From an optimization exercise on the open Yosys and OpenROAD flow, aimed at small area, a short achievable clock period and few clock cycles per item; shortcuts taken in it are not production practice.
Where RTL was checked, it was by simulation tests only, not by an equivalence proof against the original.
Power and IR drop assume default switching activity.

Setup of middle:
Design sic_receiver_candidate_table, start of the top module:
module sic_receiver_candidate_table #(
	parameter int MAX_SIGNALS = sic_pkg::MaxSignals
) (
	input  logic clk,
	input  logic arst_n,
	input  logic in_valid,
	output logic in_stall,
	input  logic [1:0] op,
	input  logic [15:0] signal_id,
	input  logic [47:0] signal_power,
	input  logic [7:0] signal_channel,
	input  logic [19:0] signal_period,
	input  logic [7:0] signal_modulation,
	input  logic [47:0] end_time,
	input  logic [47:0] now,
	input  logic [47:0] noise_power,
	output logic out_valid,
	input  logic out_stall,
	output logic [3:0] status,
	output logic [3:0] stored_count,
	input  logic cfg_valid,
	output logic cfg_ready,
	input  logic [2:0] cfg_index,
	input  logic [47:0] cfg_data
);
	localparam int N = MAX_SIGNALS;
	localparam int PW = sic_pkg::PowW;
	localparam int SW = sic_pkg::SumW;
	localparam int CW = SW + 18;       
	localparam int QD = 16;
	localparam int QW = $clog2(QD);
	logic sleep_q;
	logic [7:0] chan_q, mod_q;
	logic [19:0] period_q;
	logic [PW-1:0] sens_nq;          
	logic [15:0] thr_q;
	logic tx_q;
	logic [15:0] tx_id_q;
	logic [N-1:0] valid_q;
	logic [N*N-1:0] ord_q;           
	logic [1:0] b_vld;               
	logic b_rd, b_wr;                
	logic [N-1:0] b_mask [2];
	logic [PW-1:0] b_noise [2];
	logic [N-1:0] b_match [2];
	logic [QW-1:0] b_idx [2];
	logic [N-1:0] held;              
	logic [N-1:0] w_q;               
	logic [PW-1:0] enoise_q;         
	logic [N-1:0] wm_q;              
	logic [QW-1:0] eidx_q;           
	logic efirst_q;                  
	logic t_v, t_m, t_last, t_first;
	logic [PW-1:0] t_p, t_p2;        
	logic [PW-1:0] t_noise;
	logic [QW-1:0] t_idx;
	logic [SW-1:0] racc_q;           
	logic a_v, a_m, a_last, a_first;
	logic [PW-1:0] a_p;
	logic [SW-1:0] a_r;
	logic [QW-1:0] a_idx;
	logic b2_v, b2_m, b2_last, b2_first;
	logic [CW-1:0] b2_r0, b2_r1, b2_r2;
	logic [QW-1:0] b2_idx;
	logic ok_q;
	logic [3:0] q_st [QD];
	logic [3:0] q_cnt [QD];
	logic [QD-1:0] q_rdy;
	logic [QW-1:0] q_head, q_tail;
	logic [QW:0] q_occ;
	logic r0_v;
	logic [1:0] r0_op;
  ...
Size in the first run: roughly 9800 cells after synthesis, roughly 2100 flip-flops, ~310 I/O pins, ~120000 um^2 of cells after synthesis.
Settings: LEC_CHECK=0, CAP_MARGIN=20, CORE_MARGIN=2, CORE_UTILIZATION=55, SLEW_MARGIN=20; clock period 12.0 ns.
standard.sh (not shown) runs the stock make flow with config.mk's settings and CLKGATE_MAP_FILE= SYNTH_SCRIPT=/design/flow/synth_recipe.tcl, a recipe that flattens the netlist after the stock synthesis.
==> flow/flow/run.sh <==
#!/bin/bash
cp standard.sh standard.sh.txt
export SETUP_SLACK_MARGIN=8
bash standard.sh > standard.log 2>&1
Testbench counts of middle, summed over its fixed seeds: cycles 5,546, items 4,800.
diff inputs: middle => south
- changing CORE_UTILIZATION from 55 to 40
--- outcome ---
south finished all stages; the layout is clean.
Re number of instances in the synthesized netlist: no difference whatsoever between middle and south.
~same non-clock inverter total of the final layout in middle and south
The sequential cell area in the final layout of middle and that of south are within noise of each other.


run A:
Another version of the RTL of sic_receiver_candidate_table (not shown whole).
Size in the first run: about 8900 cells after synthesis, roughly 1500 flip-flops, roughly 310 I/O pins, about 100000 µm² of cells after synthesis.
export LEC_CHECK = 0
export CAP_MARGIN = 20
export CORE_MARGIN = 2
export CORE_UTILIZATION = 40
export SLEW_MARGIN = 20
create_clock -name core_clock -period 12.0 [get_ports {clk}]
Scripts as last shown in full above: flow/flow/run.sh
Here is what was changed in the inputs of run B compared with run A.
- ABC_AREA: unset -> 1
- SETUP_SLACK_MARGIN: unset -> 5
==> flow/run.sh (new file) <==
#!/bin/bash
# synth_recipe.tcl (not shown) runs the flow's synth.tcl, then flattens the netlist and writes it again
# the make line also repeats each setting of config.mk as NAME=value (left out here)
make -C /OpenROAD-flow-scripts/flow DESIGN_CONFIG=/design/flow/config.mk WORK_HOME=/design/flow/orfs CLKGATE_MAP_FILE= SYNTH_SCRIPT=/design/flow/synth_recipe.tcl finish
removed: flow/flow/run.sh
removed: flow/standard.sh
==> run summary <==
- The insertion delay of the later-clocked pin in the worst-skew pair reported for run B is smaller than that of run A by 0.05 ns.
- Area added between synthesis and finish ends up lower on run B.
- First-pass GRT wire length of run B falls short of that of run A by a few percent.
- Summary of the comparison: switching component of the power is higher in run B, relative to run A.
- Diff run A -> run B | number of placed cells counting well taps | up by more than 10%
- Relative to run A, leakage power figure has gone up in run B.
Relative to run B, the following input files were edited for run C:
- ABC_AREA no longer set, was 1
==> run summary <==
- [compare] base=run B new=run C: boundary pin count stayed essentially flat; synthesized cell count fell by about 20%.
- Total length of routed met3 wires of run C exceeds that of run B slightly.
- Diff run B -> run C | routed length on met1 | down by a few percent
- Delta(sequential cell fraction of total power, run C - run B) < 0
- [diff] worst-case headroom to the max-slew limit, run C relative to run B: regression
Function was not checked in any run of this note: the RTL went through the layout flow alone.


Another version of the RTL of sic_receiver_candidate_table (not shown whole).
Size in the first run: ~9,800 cells after synthesis, ~310 I/O pins, roughly 120,000 um^2 of cells after synthesis.
Settings: LEC_CHECK=0, CAP_MARGIN=20, CORE_MARGIN=2, CORE_UTILIZATION=40, SLEW_MARGIN=20; clock period 12.0 ns.
==> flow/flow/run.sh <==
#!/bin/bash
cp standard.sh standard.sh.txt
export SETUP_SLACK_MARGIN=7
bash standard.sh > standard.log 2>&1
Testbench counts at the start, summed over its fixed seeds: cycles 5,537, items 4,800.
Change:
==> flow/flow/run.sh (replaced) <==
#!/bin/bash
cp standard.sh standard.sh.txt
export SETUP_SLACK_MARGIN=8
bash standard.sh > standard.log 2>&1
Result: Die area stays the same. Sequential power barely changes. Sequential cell count does not change.

-- what the ideal ports hide --
In the flow no input, the clock included, has a driving cell. The finished layouts below were timed again as built, in two steps.
Step 1 sets driving cells, clkbuf_16 on the clock port and buf_2 on the other inputs (assumed; they add their load-dependent delay and slew).
Step 2 adds t to the input delays and takes it off the output delays; t is the mean of the earliest and latest rising clock arrival at the registers after step 1. Input paths then give back, and output paths get back, about the clock's delay inside the block.
a / b / c = ideal / step 1 / step 2; a / b = the first two.
run	t (ns)	slack for setup (ns)	worst setup path after step 2	clock arrival spread, ns
middle	0.947	7.445 / 7.445 / 6.819	input to register	0.058 / 0.059
south	0.989	7.521 / 7.521 / 6.874	input to register	0.056 / 0.056
run A	0.961	5.395 / 5.429 / 4.468	input to register	0.086 / 0.086
run B	0.921	5.334 / 5.344 / 4.423	input to register	0.092 / 0.092
run C	0.925	5.075 / 5.141 / 4.216	input to register	0.087 / 0.087
the first run of note 3	0.998	6.936 / 6.936 / 6.149	input to register	0.064 / 0.065
the second run of note 3	1.010	7.315 / 7.315 / 6.701	input to register	0.065 / 0.065
After both steps setup and hold are still met in every run listed. The setup slack of run A, which loses most, moves by +0.034 ns with the drivers and by -0.927 ns with both steps.
